This design comes from an exercise in tuning for a short achievable clock period and few clock cycles on the open sky130 flow, not from production work.
Function was checked by simulation only, so behaviour that the tests miss may differ from the original.
Power and IR drop assume default switching activity.

== run P ==
==> flow/design.v <==
module mc_core #(
    parameter int              XLEN     = 32,
    parameter int              NREG     = 32,
    parameter logic [XLEN-1:0] RESET_PC = '0
) (
    input  logic            clk,
    input  logic            rst,
    output logic            mem_req,
    output logic            mem_we,
    output logic [XLEN-1:0] mem_addr,
    output logic [XLEN-1:0] mem_wdata,
    input  logic [XLEN-1:0] mem_rdata,
    input  logic            mem_ready,
    output logic            halted,
    output logic [XLEN-1:0] pc_out
    ,
    output logic [31:0]     instret
);
    localparam logic [5:0] OP_RTYPE = 6'h00, OP_J = 6'h02, OP_JAL = 6'h03, OP_BEQ = 6'h04,
                           OP_BNE = 6'h05, OP_ADDI = 6'h08, OP_LW = 6'h23, OP_SW = 6'h2B;
    localparam logic [5:0] FN_JR = 6'h08, FN_ADD = 6'h20, FN_SUB = 6'h22, FN_AND = 6'h24,
                           FN_OR = 6'h25, FN_SLT = 6'h2A;
    logic sFetch, sExec, sMem, sHalt;
    logic [31:0] pc;           
    logic [31:0] regA, regB;   
    logic [31:0] aluP, aluG, aluPx;    
    logic        aluAs, aluBs;         
    logic [31:0] brT;          
    logic [31:0] jT;           
    logic [31:0] rf [1:31];
    logic [7:0]  lsLo;
    logic        lsC8, lsCo0, lsCo1, lsNeg;
    logic [7:0]  lsMid0, lsMid1;
    logic [15:0] lsHiP, lsHiM;
    logic dLw, dSw, dHalt, dWr;
    logic rSum, rAnd, rOr, rSlt, rPc;   
    logic [4:0] dWidx;
    logic aLs, aJ, aJr, aBr, aPc;
    logic dBne;
    logic [7:0] eqGrp;         
    function automatic logic [31:0] addPP(input logic [31:0] a, input logic [31:0] b,
                                          input logic cin);
        logic [31:0] p, g;
        p = a ^ b;
        g = a & b;
        g[0] = g[0] | (p[0] & cin);
        addPP = p;
        for (int d = 1; d < 32; d = d * 2) begin
            for (int i = 31; i >= d; i--) begin
                g[i] = g[i] | (p[i] & g[i-d]);
                p[i] = p[i] & p[i-d];
            end
        end
        addPP[0] = addPP[0] ^ cin;
        for (int i = 1; i < 32; i++) addPP[i] = addPP[i] ^ g[i-1];
    endfunction
    logic [31:0] sum, carry, aluRes, lsAddr, pc4, regA4, brT4, jT4, newPc;
    logic        dNf, dLs, slt, lsC16, taken, tk, ntk;
    assign dLs  = dLw | dSw;
    assign dNf  = ~dLs & ~dHalt;
    always_comb begin
        logic [31:0] p, g;
        p = aluP;
        g = aluG;
        for (int d = 1; d < 32; d = d * 2) begin
            for (int i = 31; i >= d; i--) begin
                g[i] = g[i] | (p[i] & g[i-d]);
                p[i] = p[i] & p[i-d];
            end
        end
        carry = {g[30:0], 1'b0};
    end
    assign sum  = aluPx ^ carry;
    assign slt  = (aluAs ^ aluBs) ? aluAs : sum[31];
    assign aluRes = ({32{rSum}} & sum) | ({32{rAnd}} & aluG) |
                    ({32{rOr}} & (aluP | aluG)) | {31'd0, rSlt & slt} | ({32{rPc}} & pc);
    assign lsC16  = lsC8 ? lsCo1 : lsCo0;
    assign lsAddr[7:0]   = lsLo;
    assign lsAddr[15:8]  = lsC8 ? lsMid1 : lsMid0;
    assign lsAddr[31:16] = (lsC16 == lsNeg) ? regA[31:16] : (lsC16 ? lsHiP : lsHiM);
    assign pc4    = pc + 32'd4;
    assign regA4  = regA + 32'd4;
    assign brT4   = brT + 32'd4;
    assign jT4    = jT + 32'd4;
    assign taken  = (&eqGrp) ^ dBne;
    assign tk     = aBr & taken;
    assign ntk    = aPc | (aBr & ~taken);
    assign mem_addr = tk ? brT : (({32{aLs}} & lsAddr) | ({32{aJ}} & jT) | ({32{aJr}} & regA) |
                                  ({32{aPc | aBr}} & pc));
    assign newPc    = ({32{aJ}} & jT4) | ({32{aJr}} & regA4) |
                      ({32{tk}} & brT4) | ({32{ntk}} & pc4);
    assign mem_req   = sFetch | sMem | (sExec & ~dHalt);
    assign mem_we    = dSw & (sExec | sMem);
    assign mem_wdata = regB;
    assign halted    = sHalt;
    assign pc_out    = pc;
    logic fetchDone, lsDone, retire;
    assign fetchDone = mem_ready & (sFetch | (sExec & dNf));
    assign lsDone    = mem_ready & dLs & (sExec | sMem);
    assign retire    = (sExec & dNf) | lsDone;
    logic        wen, bypEn;
    logic [31:0] wdata;
    assign bypEn = sExec & dWr;
    assign wen   = bypEn | (lsDone & dLw & dWidx != 5'd0);
    assign wdata = dLw ? mem_rdata : aluRes;
    function automatic logic [31:0] rdReg(input logic [4:0] idx);
        if (bypEn && idx == dWidx) rdReg = aluRes;
        else if (idx == 5'd0)      rdReg = 32'd0;
        else                       rdReg = rf[idx];
    endfunction
    always_ff @(posedge clk or negedge rst) begin
        if (!rst) begin
            for (int i = 1; i < 32; i++) rf[i] <= '0;
        end else if (wen) begin
            rf[dWidx] <= wdata;
        end
    end
    logic [5:0]  nOp, nFn;
    logic        nR, nAluR, nJr, nAddi, nLw, nSw, nBeq, nBne, nJ, nJal, nHalt, nSub;
    logic [4:0]  nWidx;
    logic [31:0] nA, nB, nImm, nBrT;
    assign nOp    = mem_rdata[31:26];
    assign nFn    = mem_rdata[5:0];
    assign nR     = (nOp == OP_RTYPE);
    assign nAluR  = nR & (nFn == FN_ADD || nFn == FN_SUB || nFn == FN_AND ||
                          nFn == FN_OR || nFn == FN_SLT);
    assign nJr    = nR & (nFn == FN_JR);
    assign nAddi  = (nOp == OP_ADDI);
    assign nLw    = (nOp == OP_LW);
    assign nSw    = (nOp == OP_SW);
    assign nBeq   = (nOp == OP_BEQ);
    assign nBne   = (nOp == OP_BNE);
    assign nJ     = (nOp == OP_J) | (nOp == OP_JAL);
    assign nJal   = (nOp == OP_JAL);
    assign nHalt  = ~(nAluR | nJr | nAddi | nLw | nSw | nBeq | nBne | nJ);
    assign nSub   = nR & (nFn == FN_SUB || nFn == FN_SLT);
    assign nWidx  = nR ? mem_rdata[15:11] : (nJal ? 5'd31 : mem_rdata[20:16]);
    assign nImm   = {{16{mem_rdata[15]}}, mem_rdata[15:0]};
    assign nA     = rdReg(mem_rdata[25:21]);
    assign nB     = rdReg(mem_rdata[20:16]);
    function automatic logic [31:0] addBr(input logic [31:0] base, input logic [31:0] imm);
        addBr = addPP({base[31:2], 2'b11}, {imm[29:0], 2'b01}, 1'b0);
        addBr[1:0] = base[1:0];
    endfunction
    assign nBrT   = ({32{aJ}} & addBr(jT, nImm)) | ({32{aJr}} & addBr(regA, nImm)) |
                    ({32{tk}} & addBr(brT, nImm)) | ({32{ntk}} & addBr(pc, nImm));
    logic [31:0] nX, nY;
    assign nX = nSub ? ~nA : nA;
    assign nY = nAddi ? nImm : nB;
    logic [8:0] nLo, nMid0, nMid1;
    assign nLo   = {1'b0, nA[7:0]} + {1'b0, nImm[7:0]};
    assign nMid0 = {1'b0, nA[15:8]} + {1'b0, nImm[15:8]};
    assign nMid1 = {1'b0, nA[15:8]} + {1'b0, nImm[15:8]} + 9'd1;
    always_ff @(posedge clk or negedge rst) begin
        if (!rst) begin
            sFetch <= 1'b0;
            sExec  <= 1'b0;
            sMem   <= 1'b0;
            sHalt  <= 1'b0;
            pc     <= RESET_PC;
            regA   <= '0;
            regB   <= '0;
            aluP   <= '0;
            aluG   <= '0;
            aluPx  <= '0;
            aluAs  <= 1'b0;
            aluBs  <= 1'b0;
            brT    <= '0;
            jT     <= '0;
            lsLo   <= '0;
            lsC8   <= 1'b0;
            lsMid0 <= '0;
            lsMid1 <= '0;
            lsCo0  <= 1'b0;
            lsCo1  <= 1'b0;
            lsNeg  <= 1'b0;
            lsHiP  <= '0;
            lsHiM  <= '0;
            dLw    <= 1'b0;
            dSw    <= 1'b0;
            dHalt  <= 1'b0;
            dWr    <= 1'b0;
            rSum   <= 1'b0;
            rAnd   <= 1'b0;
            rOr    <= 1'b0;
            rSlt   <= 1'b0;
            rPc    <= 1'b0;
            dWidx  <= '0;
            dBne   <= 1'b0;
            eqGrp  <= '0;
            aLs    <= 1'b0;
            aJ     <= 1'b0;
            aJr    <= 1'b0;
            aBr    <= 1'b0;
            aPc    <= 1'b1;
        end else begin
            if (!sFetch && !sExec && !sMem && !sHalt) sFetch <= 1'b1;
            if (fetchDone) begin
                sFetch <= 1'b0;
                sExec  <= 1'b1;
                sMem   <= 1'b0;
                pc     <= newPc;
                regA   <= nA;
                regB   <= nB;
                aluP   <= nX ^ nY;
                aluG   <= nX & nY;
                aluPx  <= nX ^ nY ^ {32{nSub}};
                aluAs  <= nA[31];
                aluBs  <= nB[31];
                brT    <= nBrT;
                jT     <= {newPc[31:28], mem_rdata[25:0], 2'b00};
                lsLo   <= nLo[7:0];
                lsC8   <= nLo[8];
                lsMid0 <= nMid0[7:0];
                lsMid1 <= nMid1[7:0];
                lsCo0  <= nMid0[8];
                lsCo1  <= nMid1[8];
                lsNeg  <= mem_rdata[15];
                lsHiP  <= nA[31:16] + 16'd1;
                lsHiM  <= nA[31:16] - 16'd1;
                dLw    <= nLw;
                dSw    <= nSw;
                dHalt  <= nHalt;
                dWr    <= (nAluR | nAddi | nJal) & (nWidx != 5'd0);
                rSum   <= nAddi | (nR & (nFn == FN_ADD || nFn == FN_SUB));
                rAnd   <= nR & (nFn == FN_AND);
                rOr    <= nR & (nFn == FN_OR);
                rSlt   <= nR & (nFn == FN_SLT);
                rPc    <= nJal;
                dWidx  <= nWidx;
                aLs    <= nLw | nSw;
                aJ     <= nJ;
                aJr    <= nJr;
                aBr    <= nBeq | nBne;
                aPc    <= ~(nLw | nSw | nJ | nJr | nBeq | nBne);
                dBne   <= nBne;
                for (int k = 0; k < 8; k++) eqGrp[k] <= (nA[4*k +: 4] == nB[4*k +: 4]);
            end else if (sExec) begin
                sExec <= 1'b0;
                if (dHalt) begin
                    sHalt <= 1'b1;
                end else if (dLs) begin
                    if (mem_ready) begin
                        sFetch <= 1'b1;
                        aLs    <= 1'b0;
                        aPc    <= 1'b1;
                    end else begin
                        sMem <= 1'b1;
                    end
                end else begin
                    sFetch <= 1'b1;
                end
            end else if (sMem && mem_ready) begin
                sMem   <= 1'b0;
                sFetch <= 1'b1;
                aLs    <= 1'b0;
                aPc    <= 1'b1;
            end
        end
    end
    always_ff @(posedge clk or negedge rst) begin
        if (!rst)        instret <= '0;
        else if (retire) instret <= instret + 32'd1;
    end
endmodule
Settings: LEC_CHECK=0, CAP_MARGIN=30, CORE_MARGIN=2, CORE_UTILIZATION=30, SETUP_SLACK_MARGIN=3.0, SLEW_MARGIN=30; clock period 7.0 ns.
standard.sh (not shown) runs the stock make flow with config.mk's settings and CLKGATE_MAP_FILE= SYNTH_SCRIPT=/design/flow/synth_recipe.tcl, a recipe that flattens the netlist after the stock synthesis.
==> flow/flow/run.sh <==
#!/bin/bash
# The standard layout (the standard.sh), with one addition: after the
# timing repair at global route, a repair_design pass fixes any max-slew or
# max-capacitance violation that the timing repair (gate cloning) left.
export POST_GLOBAL_ROUTE_TCL="$PWD/flow/post_grt.tcl"
bash standard.sh > standard.log 2>&1
==> flow/flow/post_grt.tcl <==
# Sourced by ORFS global_route.tcl (POST_GLOBAL_ROUTE_TCL) after its timing
# repair: repair max slew / max capacitance again, legalise, re-route the
# changed nets and rewrite the route guides.
puts "post_grt: repair_design after repair_timing"
report_check_types -max_slew -max_capacitance -violators
global_route -start_incremental
repair_design_helper
detailed_placement
global_route -end_incremental
estimate_parasitics -global_routing
report_check_types -max_slew -max_capacitance -violators
write_guides $::env(RESULTS_DIR)/route.guide
Testbench counts of run P, summed over its fixed seeds: cycles 69,668.
Relative to run P, the following input files were edited for run F:
-- flow/design.v --
<<< run P, line 37
    logic [4:0] dWidx;
    logic aLs, aJ, aJr, aBr, aPc;
    logic dBne;
    logic [7:0] eqGrp;         
    function automatic logic [31:0] addPP(input logic [31:0] a, input logic [31:0] b,
                                          input logic cin);
>>> run F, line 37
    logic [4:0] dWidx;
    logic aLs, aJ, aJr, aBr, aPc;
    function automatic logic [31:0] addPP(input logic [31:0] a, input logic [31:0] b,
                                          input logic cin);
<<< run P, line 56
    endfunction
    logic [31:0] sum, carry, aluRes, lsAddr, pc4, regA4, brT4, jT4, newPc;
    logic        dNf, dLs, slt, lsC16, taken, tk, ntk;
    assign dLs  = dLw | dSw;
    assign dNf  = ~dLs & ~dHalt;
>>> run F, line 54
    endfunction
    logic [31:0] sum, carry, aluRes, lsAddr, pc4, regA4, brT4, jT4, newPc;
    logic        dNf, dLs, slt, lsC16;
    assign dLs  = dLw | dSw;
    assign dNf  = ~dLs & ~dHalt;
<<< run P, line 83
    assign brT4   = brT + 32'd4;
    assign jT4    = jT + 32'd4;
    assign taken  = (&eqGrp) ^ dBne;
    assign tk     = aBr & taken;
    assign ntk    = aPc | (aBr & ~taken);
    assign mem_addr = tk ? brT : (({32{aLs}} & lsAddr) | ({32{aJ}} & jT) | ({32{aJr}} & regA) |
                                  ({32{aPc | aBr}} & pc));
    assign newPc    = ({32{aJ}} & jT4) | ({32{aJr}} & regA4) |
                      ({32{tk}} & brT4) | ({32{ntk}} & pc4);
    assign mem_req   = sFetch | sMem | (sExec & ~dHalt);
    assign mem_we    = dSw & (sExec | sMem);
>>> run F, line 81
    assign brT4   = brT + 32'd4;
    assign jT4    = jT + 32'd4;
    assign mem_addr = ({32{aLs}} & lsAddr) | ({32{aJ}} & jT) | ({32{aJr}} & regA) |
                      ({32{aBr}} & brT) | ({32{aPc}} & pc);
    assign newPc    = ({32{aJ}} & jT4) | ({32{aJr}} & regA4) |
                      ({32{aBr}} & brT4) | ({32{aPc}} & pc4);
    assign mem_req   = sFetch | sMem | (sExec & ~dHalt);
    assign mem_we    = dSw & (sExec | sMem);
<<< run P, line 117
    end
    logic [5:0]  nOp, nFn;
    logic        nR, nAluR, nJr, nAddi, nLw, nSw, nBeq, nBne, nJ, nJal, nHalt, nSub;
    logic [4:0]  nWidx;
    logic [31:0] nA, nB, nImm, nBrT;
>>> run F, line 112
    end
    logic [5:0]  nOp, nFn;
    logic        nR, nAluR, nJr, nAddi, nLw, nSw, nBeq, nBne, nJ, nJal, nHalt, nSub, nTaken;
    logic [4:0]  nWidx;
    logic [31:0] nA, nB, nImm, nBrT;
<<< run P, line 139
    assign nA     = rdReg(mem_rdata[25:21]);
    assign nB     = rdReg(mem_rdata[20:16]);
    function automatic logic [31:0] addBr(input logic [31:0] base, input logic [31:0] imm);
        addBr = addPP({base[31:2], 2'b11}, {imm[29:0], 2'b01}, 1'b0);
>>> run F, line 134
    assign nA     = rdReg(mem_rdata[25:21]);
    assign nB     = rdReg(mem_rdata[20:16]);
    assign nTaken = (nBeq & (nA == nB)) | (nBne & (nA != nB));
    function automatic logic [31:0] addBr(input logic [31:0] base, input logic [31:0] imm);
        addBr = addPP({base[31:2], 2'b11}, {imm[29:0], 2'b01}, 1'b0);
<<< run P, line 144
    endfunction
    assign nBrT   = ({32{aJ}} & addBr(jT, nImm)) | ({32{aJr}} & addBr(regA, nImm)) |
                    ({32{tk}} & addBr(brT, nImm)) | ({32{ntk}} & addBr(pc, nImm));
    logic [31:0] nX, nY;
    assign nX = nSub ? ~nA : nA;
>>> run F, line 140
    endfunction
    assign nBrT   = ({32{aJ}} & addBr(jT, nImm)) | ({32{aJr}} & addBr(regA, nImm)) |
                    ({32{aBr}} & addBr(brT, nImm)) | ({32{aPc}} & addBr(pc, nImm));
    logic [31:0] nX, nY;
    assign nX = nSub ? ~nA : nA;
<<< run P, line 187
            rPc    <= 1'b0;
            dWidx  <= '0;
            dBne   <= 1'b0;
            eqGrp  <= '0;
            aLs    <= 1'b0;
            aJ     <= 1'b0;
>>> run F, line 183
            rPc    <= 1'b0;
            dWidx  <= '0;
            aLs    <= 1'b0;
            aJ     <= 1'b0;
<<< run P, line 232
                aJ     <= nJ;
                aJr    <= nJr;
                aBr    <= nBeq | nBne;
                aPc    <= ~(nLw | nSw | nJ | nJr | nBeq | nBne);
                dBne   <= nBne;
                for (int k = 0; k < 8; k++) eqGrp[k] <= (nA[4*k +: 4] == nB[4*k +: 4]);
            end else if (sExec) begin
                sExec <= 1'b0;
>>> run F, line 226
                aJ     <= nJ;
                aJr    <= nJr;
                aBr    <= nTaken;
                aPc    <= ~(nLw | nSw | nJ | nJr | nTaken);
            end else if (sExec) begin
                sExec <= 1'b0;
==> comparison <==
Share of the core filled with cells in the final layout came out higher on run F than on run P. Run comparison: run P type of the worst min-delay path in2async; run F type of the worst min-delay path reg2reg. Going from run P to run F, portion of total power attributed to combinational logic grows by 1.6 points. Summary: worst hold-check slack, run F better than run P. Cell area | run F vs run P | run F larger. Worst setup slack was lower in run F than in run P. Run P ended up with reg2out as its startpoint-to-endpoint class of the critical path; run F ended up with in2reg. The flip-flop and latch count of run F is lower than that of run P. Arrival time of the worst setup path in run F vs run P: up 2.53 ns. Wire: run F routes more than run P.
Testbench counts of run F, summed over its fixed seeds: cycles 69,668.

## what the ideal ports hide
The flow's constraints put no driver on any port. The routed layouts listed below were extracted and timed again, unchanged, in two steps.
Step 1 (the two cells are an assumption about what drives the block):
set clk [get_ports {clk}]
set_driving_cell -lib_cell sky130_fd_sc_hd__clkbuf_16 $clk
set_driving_cell -lib_cell sky130_fd_sc_hd__buf_2 [delete_from_list [all_inputs] $clk]
Step 2, shift: input delay + t, output delay - t, t = (earliest + latest rising clock arrival at the registers) / 2. This alone moves slack from input paths to output paths.
a / b / c = ideal / step 1 / step 2; a / b = the first two.
| run | t (ns) | setup slack, ns | worst data-port slew with drivers (ns) | pins driven straight from the clock port |
|---|---|---|---|---|
| run P | 0.945 | 2.470 / 2.384 / 1.592 | 0.31 | 1 |
| run F | 0.950 | 2.071 / 1.997 / 1.048 | 0.23 | 1 |
After both steps setup and hold are still met in every run listed. The setup slack of run F, which loses most, moves by -0.074 ns with the drivers and by -1.023 ns with both steps.
